Source: an optimization exercise on an open RTL-to-GDS flow (aim: small area). Production flows keep margins and buffers that such runs may drop.
Only simulation tests tie the RTL to the original design; equivalence was not proved.
Power and IR drop assume default switching activity.

Setup of job 3818:
## elevator_access
module elevator_access (
	input  logic       clk,
	input  logic       rst,
	input  logic [4:0] key,
	output logic [3:0] status
);
	localparam logic [3:0] S_IDLE       = 4'd0;
	localparam logic [3:0] S_IDLE_G     = 4'd1;
	localparam logic [3:0] S_IDLE_D     = 4'd2;
	localparam logic [3:0] S_ID         = 4'd3;
	localparam logic [3:0] S_ID_CHECK   = 4'd4;
	localparam logic [3:0] S_WAIT_STAR  = 4'd5;
	localparam logic [3:0] S_PASS       = 4'd6;
	localparam logic [3:0] S_PASS_CHECK = 4'd7;
	localparam logic [3:0] S_ADMIN      = 4'd8;
	localparam logic [3:0] S_ADMIN_G    = 4'd9;
	localparam logic [3:0] S_NEW_ID     = 4'd10;
	localparam logic [3:0] S_NEW_PASS   = 4'd11;
	localparam logic [3:0] S_COMMIT     = 4'd12;
	localparam logic [3:0] S_ALARM      = 4'd13;
	localparam logic [3:0] S_ALARM_L    = 4'd14;
	localparam int EW = 15;
	logic [3:0] state, next_state;
	logic [2:0] cnt;
	logic       bad_key;
	logic strobe, is_digit, star_key, hash_key;
	assign strobe   = key[4];
	assign is_digit = key[3:0] <= 4'd9;
	assign star_key = strobe && (key[3:0] == 4'd10);
	assign hash_key = strobe && (key[3:0] == 4'd11);
	logic in_idle, in_admin, in_alarm;
	assign in_idle  = (state == S_IDLE) || (state == S_IDLE_G) || (state == S_IDLE_D);
	assign in_admin = (state == S_ADMIN) || (state == S_ADMIN_G);
	assign in_alarm = (state == S_ALARM) || (state == S_ALARM_L);
	logic id_st, pass_st, collecting, full, shift;
	assign id_st      = (state == S_ID) || (state == S_NEW_ID);
	assign pass_st    = (state == S_PASS) || (state == S_NEW_PASS);
	assign collecting = id_st || pass_st;
  ...
==> flow/config.mk <==
export PLATFORM = sky130hd
export DESIGN_NAME = elevator_access
export DESIGN_NICKNAME = elevator_access
export VERILOG_FILES = /design/flow/design.v
export SDC_FILE = /design/flow/constraint.sdc
export NUM_CORES = 4
export LEC_CHECK = 0
export CAP_MARGIN = 20
export CORE_MARGIN = 2
export CORE_UTILIZATION = 70
export PLACE_DENSITY = 0.8
export SLEW_MARGIN = 20
==> flow/constraint.sdc <==
create_clock -name core_clock -period 8.0 [get_ports {clk}]
set_input_delay 1.6000 -clock core_clock [delete_from_list [all_inputs] [get_ports {clk}]]
set_output_delay 1.6000 -clock core_clock [all_outputs]
set_load 0.01 [all_outputs]
standard.sh (not shown) runs the stock make flow with config.mk's settings and CLKGATE_MAP_FILE= SYNTH_SCRIPT=/design/flow/synth_recipe.tcl, a recipe that flattens the netlist after the stock synthesis.
==> flow/flow/run.sh <==
#!/bin/bash
# Standard ORFS layout with three changes: CTS without dummy loads, the
# smallest buffer on the ports, and the CTS buffer and clustering settings.
set -euo pipefail
bash standard.sh \
  CTS_ARGS="-sink_clustering_enable -repair_clock_nets -sink_clustering_size 12 -sink_clustering_max_diameter 35 -buf_list sky130_fd_sc_hd__clkbuf_4 -dont_use_dummy_load" \
  BUFFER_PORTS_ARGS="-buffer_cell sky130_fd_sc_hd__buf_1" \
  finish > standard.log 2>&1
diff inputs: job 3818 => job 6441
==> flow/flow/run.sh <==
#!/bin/bash
# Standard ORFS layout with three changes: CTS without dummy loads, the
# smallest buffer on the ports, and the CTS buffer and clustering settings.
set -euo pipefail
bash standard.sh \
  CTS_ARGS="-sink_clustering_enable -repair_clock_nets -sink_clustering_size 8 -sink_clustering_max_diameter 25 -buf_list \"sky130_fd_sc_hd__clkbuf_2 sky130_fd_sc_hd__clkbuf_4\" -dont_use_dummy_load" \
  BUFFER_PORTS_ARGS="-buffer_cell sky130_fd_sc_hd__buf_1" \
  finish > standard.log 2>&1
Findings:
FAIL job 6441 @ clock tree synthesis: tool exited with error. Re simple logic cell fraction of the synthesized area: no difference whatsoever between job 3818 and job 6441. Job 6441 against job 3818: overall die height closely matched the old numbers, sum of net half-perimeters after detailed placement comparable, total cell area at the placement stage shows no meaningful change. Job 3818 → job 6441: average footprint of a synthesized cell neither gained nor lost much, fraction of synthesized cell area in xor and xnor cells neither gained nor lost much, floorplan row count neither gained nor lost much. From job 6441 to job 3818, final weighted congestion in routability-driven placement did not move at all.
Here is what was changed in the inputs of job 5203 compared with job 6441.
==> flow/flow/run.sh <==
#!/bin/bash
# Standard ORFS layout with three changes: CTS without dummy loads, the
# smallest buffer on the ports, and the CTS buffer and clustering settings.
set -euo pipefail
bash standard.sh \
  CTS_ARGS="-sink_clustering_enable -repair_clock_nets -sink_clustering_size 20 -sink_clustering_max_diameter 50 -buf_list sky130_fd_sc_hd__clkbuf_8 -dont_use_dummy_load" \
  BUFFER_PORTS_ARGS="-buffer_cell sky130_fd_sc_hd__buf_1" \
  finish > standard.log 2>&1
[summary]
- Comparing job 5203 with job 6441, the initial cell density of the core came out essentially unchanged.
- Job 6441 -> job 5203: row count flat
- No stage failed in job 5203, and the final checks on the layout all came back clean.
- Run status, job 6441: aborted in clock tree synthesis, error STA-0564
- From job 5203 to job 6441, placed cell count did not move at all.
- From job 6441 to job 5203, xor-xnor portion of the synthesized cell area did not move at all.
Input changes introduced in job 9015 (baseline for comparison: job 5203):
==> flow/flow/run.sh <==
#!/bin/bash
# Standard ORFS layout with three changes: CTS without dummy loads, the
# smallest buffer on the ports, and the CTS buffer and clustering settings.
set -euo pipefail
bash standard.sh \
  CTS_ARGS="-sink_clustering_enable -repair_clock_nets -sink_clustering_size 36 -sink_clustering_max_diameter 60 -buf_list sky130_fd_sc_hd__clkbuf_16 -dont_use_dummy_load" \
  BUFFER_PORTS_ARGS="-buffer_cell sky130_fd_sc_hd__buf_1" \
  finish > standard.log 2>&1
Findings:
Going from job 5203 to job 9015, met3 wire length moved up, worst setup slack after layout decreased by 0.093 ns relative to the old numbers, post-detailed-routing wire length +6.2%, measured slew at the worst slew-check pin about even. Growth of design area from synthesis to finish: job 9015 vs job 5203 up 0.35 points. Job 9015 vs job 5203: global-route usage up in job 9015. Taking job 5203 as the reference, in job 9015 data arrival time of the critical path increased by 0.04 ns relative to the old numbers; achievable frequency decreased by about 2% relative to the old numbers. Job 9015 against job 5203: number of design-rule violations left by the first detailed-router iteration higher, number of inserted filler cells in the final layout lower.

========
The RTL this note starts from:
==> flow/design.v <==
package access_pkg;
	typedef logic [3:0] key_code_t;
	typedef struct packed {
		logic      strobe;
		key_code_t code;
	} key_event_t;
	typedef logic [11:0] user_id_t;
	typedef logic [15:0] passcode_t;
	typedef struct packed {
		logic       locked;
		logic [1:0] errors;
		passcode_t  pass;
	} user_entry_t;
	typedef struct packed {
		logic        en;
		user_id_t    id;
		user_entry_t entry;
	} table_wr_t;
	typedef struct packed {
		logic granted;
		logic denied;
		logic locked;
		logic alarm;
	} access_status_t;
endpackage
`timescale 1ns/10ps
module elevator_access (
	input  logic       clk,
	input  logic       rst,
	input  logic [4:0] key,
	output logic [3:0] status
);
	localparam logic [3:0] S_IDLE       = 4'd0;
	localparam logic [3:0] S_IDLE_G     = 4'd1;
	localparam logic [3:0] S_IDLE_D     = 4'd2;
	localparam logic [3:0] S_ID         = 4'd3;
	localparam logic [3:0] S_ID_CHECK   = 4'd4;
	localparam logic [3:0] S_WAIT_STAR  = 4'd5;
	localparam logic [3:0] S_PASS       = 4'd6;
	localparam logic [3:0] S_PASS_CHECK = 4'd7;
	localparam logic [3:0] S_ADMIN      = 4'd8;
	localparam logic [3:0] S_ADMIN_G    = 4'd9;
	localparam logic [3:0] S_NEW_ID     = 4'd10;
	localparam logic [3:0] S_NEW_PASS   = 4'd11;
	localparam logic [3:0] S_COMMIT     = 4'd12;
	localparam logic [3:0] S_ALARM      = 4'd13;
	localparam logic [3:0] S_ALARM_L    = 4'd14;
	localparam int EW = 15;
	logic [3:0] state, next_state;
	logic [2:0] cnt;
	logic       bad_key;
	logic strobe, is_digit, star_key, hash_key;
	assign strobe   = key[4];
	assign is_digit = key[3:0] <= 4'd9;
	assign star_key = strobe && (key[3:0] == 4'd10);
	assign hash_key = strobe && (key[3:0] == 4'd11);
	logic in_idle, in_admin, in_alarm;
	assign in_idle  = (state == S_IDLE) || (state == S_IDLE_G) || (state == S_IDLE_D);
	assign in_admin = (state == S_ADMIN) || (state == S_ADMIN_G);
	assign in_alarm = (state == S_ALARM) || (state == S_ALARM_L);
	logic id_st, pass_st, collecting, full, shift;
	assign id_st      = (state == S_ID) || (state == S_NEW_ID);
	assign pass_st    = (state == S_PASS) || (state == S_NEW_PASS);
	assign collecting = id_st || pass_st;
	assign full       = id_st ? (cnt == 3'd3) : (cnt == 3'd4);
	assign shift      = collecting && strobe && is_digit && !full;
	logic       id_bad, id_t;
	logic [3:0] id_o;
	logic       nid_bad, nid_t;
	logic [3:0] nid_o;
	logic       first;
	assign first = cnt == 3'd0;
	always_comb begin
		nid_bad = id_bad;
		nid_t = id_t;
		nid_o = id_o;
		if (shift && id_st) begin
			nid_bad = !first && (id_bad || id_t || (id_o > 4'd1));
			nid_t = !first && !id_bad && !id_t && (id_o == 4'd1);
			nid_o = key[3:0];
		end
	end
	always_ff @(posedge clk) begin
		id_bad <= nid_bad;
		id_t <= nid_t;
		id_o <= nid_o;
	end
	logic id_ok, is_admin;
	assign id_ok = !id_bad && (id_t ? (id_o <= 4'd8) : (id_o != 4'd0));
	assign is_admin = !id_bad && !id_t && (id_o == 4'd1);
	logic [9:0] pass_hi;
	logic [3:0] pass_lo;
	logic [9:0] hi_base;
	assign hi_base = first ? 10'd0 : pass_hi;
	always_ff @(posedge clk) begin
		if (shift && pass_st) begin
			if (cnt == 3'd3)
				pass_lo <= key[3:0];
			else
				pass_hi <= {hi_base[6:0], 3'b000} + {hi_base[8:0], 1'b0} + {6'd0, key[3:0]};
		end
	end
	function automatic logic [4:0] enc(input logic [1:0] err, input logic [3:0] d);
		enc = d[3] ? {2'b11, err, d[0]} : {err, d[2:0]};
	endfunction
	function automatic logic [1:0] code_err(input logic [4:0] c);
		code_err = (c[4:3] == 2'b11) ? c[2:1] : c[4:3];
	endfunction
	function automatic logic [4:0] code_set_err(input logic [4:0] c, input logic [1:0] err);
		code_set_err = (c[4:3] == 2'b11) ? {2'b11, err, c[0]} : {err, c[2:0]};
	endfunction
	function automatic logic [3:0] slot_of(input logic [3:0] o);
		slot_of = (o == 4'd9) ? 4'd0 : o;
	endfunction
	logic [3:0] phase;
	always_ff @(posedge clk or posedge rst) begin
		if (rst)
			phase <= 4'd0;
		else
			phase <= (phase == 4'd8) ? 4'd0 : phase + 4'd1;
	end
	logic [8:0][EW-1:0] ring0;
	logic [8:0][EW-1:0] ring1;
	logic [EW-1:0]      head0, head1;
	logic [EW-1:0]      cap;
	logic [1:0]         cap_err;
	assign cap_err = code_err(cap[4:0]);
	localparam logic [2:0] W_ENROL = 3'd3;
	localparam logic [2:0] W_LOCK  = 3'd4;
	logic       pend_v, pend_t;
	logic [3:0] pend_slot;
	logic [2:0] pend_code;
	logic       issue_chk, issue_commit, pass_match, lock_now;
	logic       w_v, w_t, w_hit;
	logic [3:0] w_slot;
	logic [2:0] w_code;
	assign issue_chk = state == S_PASS_CHECK;
	assign issue_commit = (state == S_COMMIT) && star_key;
	assign pass_match = (cap[EW-1:5] == pass_hi) && (cap[4:0] == enc(cap_err, pass_lo));
	assign lock_now = cap_err[1];
	assign w_v = issue_chk || issue_commit || pend_v;
	assign w_t = pend_v ? pend_t : id_t;
	assign w_slot = pend_v ? pend_slot : slot_of(id_o);
	assign w_code = pend_v ? pend_code :
		issue_commit ? W_ENROL :
		pass_match ? 3'd0 :
		lock_now ? W_LOCK :
		(cap_err == 2'd0) ? 3'd1 : 3'd2;
	assign w_hit = w_v && (w_slot == phase);
	always_ff @(posedge clk or posedge rst) begin
		if (rst)
			pend_v <= 1'b0;
		else
			pend_v <= w_v && !w_hit;
	end
	always_ff @(posedge clk) begin
		pend_t <= w_t;
		pend_slot <= w_slot;
		pend_code <= w_code;
	end
	localparam logic [4:0] C_LOCKED = 5'b11110;
	logic [EW-1:0] new_entry;
	assign new_entry = {pass_hi, enc(2'd0, pass_lo)};
	logic sweep;
	always_ff @(posedge clk or posedge rst) begin
		if (rst)
			sweep <= 1'b1;
		else if (phase == 4'd8)
			sweep <= 1'b0;
	end
	function automatic logic [EW-1:0] upd(input logic [EW-1:0] e, input logic [2:0] c);
		if (c == W_ENROL)
			upd = new_entry;
		else if (c == W_LOCK)
			upd = {e[EW-1:5], C_LOCKED};
		else
			upd = {e[EW-1:5], code_set_err(e[4:0], c[1:0])};
	endfunction
	always_comb begin
		head0 = ring0[8];
		head1 = ring1[8];
		if (w_hit && !w_t)
			head0 = upd(ring0[8], w_code);
		if (w_hit && w_t)
			head1 = upd(ring1[8], w_code);
		if (sweep) begin
			if (phase != 4'd1)
				head0[4:0] = C_LOCKED;
			head1[4:0] = C_LOCKED;
		end
	end
	localparam logic [EW-1:0] ADMIN_ENTRY = {10'd123, 5'b00100};
	for (genvar i = 0; i < 9; i++) begin : g_ring
		if (i == 7) begin : g_admin
			always_ff @(posedge clk or posedge rst) begin
				if (rst)
					ring0[i] <= ADMIN_ENTRY;
				else
					ring0[i] <= ring0[i-1];
			end
		end else begin : g_plain
			always_ff @(posedge clk)
				ring0[i] <= (i == 0) ? head0 : ring0[(i+8)%9];
		end
		always_ff @(posedge clk)
			ring1[i] <= (i == 0) ? head1 : ring1[(i+8)%9];
	end
	always_ff @(posedge clk) begin
		if (slot_of(nid_o) == phase)
			cap <= nid_t ? head1 : head0;
	end
	logic [8:0] lk0, lk1;
	for (genvar i = 0; i < 9; i++) begin : g_lk
		assign lk0[i] = ring0[i][4:1] == 4'b1111;
		assign lk1[i] = ring1[i][4:1] == 4'b1111;
	end
	logic [3:0] id_slot;
	logic [4:0] rel_raw;
	logic [3:0] rel, lk_pos;
	logic       id_locked, pend_same;
	assign id_slot = slot_of(id_o);
	assign rel_raw = {1'b0, id_slot} - {1'b0, phase};
	assign rel = rel_raw[4] ? rel_raw[3:0] + 4'd9 : rel_raw[3:0];
	assign lk_pos = 4'd8 - rel;
	assign pend_same = pend_v && (pend_t == id_t) && (pend_slot == id_slot);
	assign id_locked = pend_same ? (pend_code == W_LOCK) :
		(sweep && !rel_raw[4]) ? 1'b1 :
		id_t ? lk1[lk_pos] : lk0[lk_pos];
	always_comb begin
		next_state = state;
		case (state)
			S_IDLE, S_IDLE_G, S_IDLE_D:
				next_state = star_key ? S_ID : S_IDLE;
			S_ID:
				if (bad_key)
					next_state = S_ALARM;
				else if (full)
					next_state = S_ID_CHECK;
			S_ID_CHECK:
				if (!id_ok)
					next_state = S_IDLE;
				else if (id_locked)
					next_state = S_ALARM;
				else
					next_state = S_WAIT_STAR;
			S_WAIT_STAR:
				if (star_key)
					next_state = S_PASS;
			S_PASS:
				if (bad_key)
					next_state = S_ALARM;
				else if (full)
					next_state = S_PASS_CHECK;
			S_PASS_CHECK:
				if (pass_match)
					next_state = is_admin ? S_ADMIN_G : S_IDLE_G;
				else
					next_state = lock_now ? S_ALARM_L : S_IDLE_D;
			S_ADMIN, S_ADMIN_G:
				next_state = hash_key ? S_NEW_ID : star_key ? S_IDLE : S_ADMIN;
			S_NEW_ID:
				if (bad_key)
					next_state = S_ALARM;
				else if (full)
					next_state = id_ok ? S_NEW_PASS : S_IDLE;
			S_NEW_PASS:
				if (bad_key)
					next_state = S_ALARM;
				else if (full)
					next_state = S_COMMIT;
			S_COMMIT:
				if (star_key)
					next_state = S_IDLE;
			S_ALARM, S_ALARM_L:
				next_state = (cnt == 3'd7) ? S_IDLE : S_ALARM;
			default:
				next_state = S_IDLE;
		endcase
	end
	always_ff @(posedge clk or posedge rst) begin
		if (rst)
			state <= S_IDLE;
		else
			state <= next_state;
	end
	logic restart;
	assign restart = collecting ? (next_state != state) : !in_alarm;
	always_ff @(posedge clk) begin
		if (restart)
			cnt <= 3'd0;
		else if (shift || in_alarm)
			cnt <= cnt + 3'd1;
		bad_key <= collecting && strobe && !is_digit;
	end
	assign status = {(state == S_IDLE_G) || (state == S_ADMIN_G), state == S_IDLE_D,
		state == S_ALARM_L, in_alarm};
endmodule
Settings: LEC_CHECK=0, ABC_AREA=1, CAP_MARGIN=20, CORE_MARGIN=2, CORE_UTILIZATION=70, PLACE_DENSITY=0.8, SLEW_MARGIN=20; clock period 8.0 ns.
==> flow/flow/run.sh <==
#!/bin/bash
# Standard ORFS layout with three changes: CTS without dummy loads, the
# smallest buffer on the ports, and the CTS buffer and clustering settings.
set -euo pipefail
bash standard.sh \
  CTS_ARGS="-sink_clustering_enable -repair_clock_nets -sink_clustering_size 10 -sink_clustering_max_diameter 30 -buf_list sky130_fd_sc_hd__clkbuf_4 -dont_use_dummy_load" \
  BUFFER_PORTS_ARGS="-buffer_cell sky130_fd_sc_hd__buf_1" \
  finish > standard.log 2>&1
Change:
==> flow/run.sh (new file) <==
#!/bin/bash
# synth_recipe.tcl (not shown) runs the flow's synth.tcl, then flattens the netlist and writes it again
# the make line also repeats each setting of config.mk as NAME=value (left out here)
make -C /OpenROAD-flow-scripts/flow DESIGN_CONFIG=/design/flow/config.mk WORK_HOME=/design/flow/orfs CLKGATE_MAP_FILE= SYNTH_SCRIPT=/design/flow/synth_recipe.tcl finish
--- a/flow/config.mk
+++ b/flow/config.mk
@@ -9,5 +9,7 @@
 export CAP_MARGIN = 20
 export CORE_MARGIN = 2
-export CORE_UTILIZATION = 70
-export PLACE_DENSITY = 0.8
+export CORE_UTILIZATION = 40
+export CTS_BUF_LIST = sky130_fd_sc_hd__clkbuf_8
+export CTS_CLUSTER_DIAMETER = 50
+export CTS_CLUSTER_SIZE = 20
 export SLEW_MARGIN = 20
removed: flow/flow/run.sh
removed: flow/standard.sh
=> Via count drops by 4.4%; design area climbs by 4.3%; fmax drops by 5.2%; clock skew drops by 34 ps; worst setup slack is worse by 190 ps; die area climbs by 72%; routed wire length drops by 0.46%; flip-flop and latch count is unchanged; count of clock-buffer cells in the layout drops by 19; sequential power stays flat; worst hold slack is better by 5.2 ps.
Change:
==> flow/flow/run.sh (new file) <==
#!/bin/bash
# Standard ORFS layout with three changes: CTS without dummy loads, the
# smallest buffer on the ports, and the CTS buffer and clustering settings.
set -euo pipefail
bash standard.sh \
  CTS_ARGS="-sink_clustering_enable -repair_clock_nets -sink_clustering_size 20 -sink_clustering_max_diameter 50 -buf_list sky130_fd_sc_hd__clkbuf_8 -dont_use_dummy_load" \
  BUFFER_PORTS_ARGS="-buffer_cell sky130_fd_sc_hd__buf_1" \
  finish > standard.log 2>&1
==> flow/standard.sh (new file) <==
#!/bin/bash
# synth_recipe.tcl (not shown) runs the flow's synth.tcl, then flattens the netlist and writes it again
# the make line also repeats each setting of config.mk as NAME=value (left out here)
make -C /OpenROAD-flow-scripts/flow DESIGN_CONFIG=/design/flow/config.mk WORK_HOME=/design/flow/orfs CLKGATE_MAP_FILE= SYNTH_SCRIPT=/design/flow/synth_recipe.tcl "${@:-finish}"
--- a/flow/config.mk
+++ b/flow/config.mk
@@ -9,7 +9,8 @@
 export CAP_MARGIN = 20
 export CORE_MARGIN = 2
-export CORE_UTILIZATION = 40
+export CORE_UTILIZATION = 70
 export CTS_BUF_LIST = sky130_fd_sc_hd__clkbuf_8
 export CTS_CLUSTER_DIAMETER = 50
 export CTS_CLUSTER_SIZE = 20
+export PLACE_DENSITY = 0.8
 export SLEW_MARGIN = 20
removed: flow/run.sh
=> Setup slack gains 160 ps; core utilization went up by 31 points; power shrinks by 9.5%; hold slack gets worse by 31 ps; sequential power barely changes; final cell count shrinks by 13%; routed wire length went down by 0.65%; via count went up by 2.1%; clock-buffer cell count fell by 4; global-route usage rises by 9.4 points.
Change:
==> flow/flow/run.sh (replaced) <==
#!/bin/bash
# Standard ORFS layout with three changes: CTS without dummy loads, the
# smallest buffer on the ports, and the CTS buffer and clustering settings.
set -euo pipefail
bash standard.sh \
  CTS_ARGS="-sink_clustering_enable -repair_clock_nets -sink_clustering_size 10 -sink_clustering_max_diameter 30 -buf_list sky130_fd_sc_hd__clkbuf_4 -dont_use_dummy_load" \
  BUFFER_PORTS_ARGS="-buffer_cell sky130_fd_sc_hd__buf_1" \
  finish > standard.log 2>&1
==> flow/config.mk (replaced) <==
export PLATFORM = sky130hd
export DESIGN_NAME = elevator_access
export DESIGN_NICKNAME = elevator_access
export VERILOG_FILES = /design/flow/design.v
export SDC_FILE = /design/flow/constraint.sdc
export NUM_CORES = 4
export LEC_CHECK = 0
export CAP_MARGIN = 0
export CORE_MARGIN = 2
export CORE_UTILIZATION = 70
export GPL_TIMING_DRIVEN = 0
export PLACE_DENSITY = 0.8
export SLEW_MARGIN = 0
Result:
- The changed run went through all stages and came out clean
- final area is about the same
- sequential share of layout area goes down by 0.15 points
- total power rose by 1.1%
- first-iteration DRC count climbs by about 4%
- register-to-register slack gets worse by 870 ps
- cell count shrinks by about 12%
Change:
==> flow/flow/run.sh (replaced) <==
#!/bin/bash
# Standard ORFS layout with three changes: CTS without dummy loads, the
# smallest buffer on the ports, and the CTS buffer and clustering settings.
set -euo pipefail
bash standard.sh \
  CTS_ARGS="-sink_clustering_enable -repair_clock_nets -sink_clustering_size 20 -sink_clustering_max_diameter 50 -buf_list sky130_fd_sc_hd__clkbuf_8 -dont_use_dummy_load" \
  BUFFER_PORTS_ARGS="-buffer_cell sky130_fd_sc_hd__buf_1" \
  finish > standard.log 2>&1
==> flow/config.mk (replaced) <==
export PLATFORM = sky130hd
export DESIGN_NAME = elevator_access
export DESIGN_NICKNAME = elevator_access
export VERILOG_FILES = /design/flow/design.v
export SDC_FILE = /design/flow/constraint.sdc
export NUM_CORES = 4
export LEC_CHECK = 0
export CAP_MARGIN = 20
export CORE_MARGIN = 2
export CORE_UTILIZATION = 40
export CTS_BUF_LIST = sky130_fd_sc_hd__clkbuf_8
export CTS_CLUSTER_DIAMETER = 50
export CTS_CLUSTER_SIZE = 20
export SLEW_MARGIN = 20
=>
- The new run finished with timing, DRC and antenna clean
- fmax rises by a few percent
- non-clock buffer count falls by 16
- power rises slightly
- setup slack improved by 110 ps
- core utilization falls by 32 points

[afterwards: timing with drivers on the ports]
How much do the figures lean on ideal ports? The routed layouts below were timed once more, with nothing changed but the port constraints. Step 1 assumes that a clkbuf_16 drives the clock port and a buf_2 every other input. Step 2, shift: input delay + t, output delay - t, t = (earliest + latest rising clock arrival at the registers) / 2. This alone moves slack from input paths to output paths. Three values: no drivers, after step 1, after step 2; two values: the first two.
| run | shift t [ns] | setup slack, ns | cell pins on the clock port's net |
|---|---|---|---|
| job 3818 | 0.651 | 3.700 / 3.700 / 3.350 | 1 |
| job 5203 | 0.578 | 3.686 / 3.686 / 3.323 | 1 |
| job 9015 | 0.518 | 3.594 / 3.594 / 3.300 | 1 |
| the first run of note 2 | 0.655 | 4.451 / 4.451 / 3.955 | 1 |
| the second run of note 2 | 0.603 | 4.258 / 4.216 / 3.686 | 1 |
| the third run of note 2 | 0.560 | 4.416 / 4.416 / 3.913 | 1 |
| the fourth run of note 2 | 0.663 | 3.544 / 3.544 / 3.366 | 1 |
| the fifth run of note 2 | 0.589 | 3.654 / 3.654 / 3.275 | 1 |
After both steps every run listed still meets setup and hold. For the second run of note 2, which loses most, drivers alone change the setup slack by -0.042 ns; drivers and shift together by -0.572 ns.
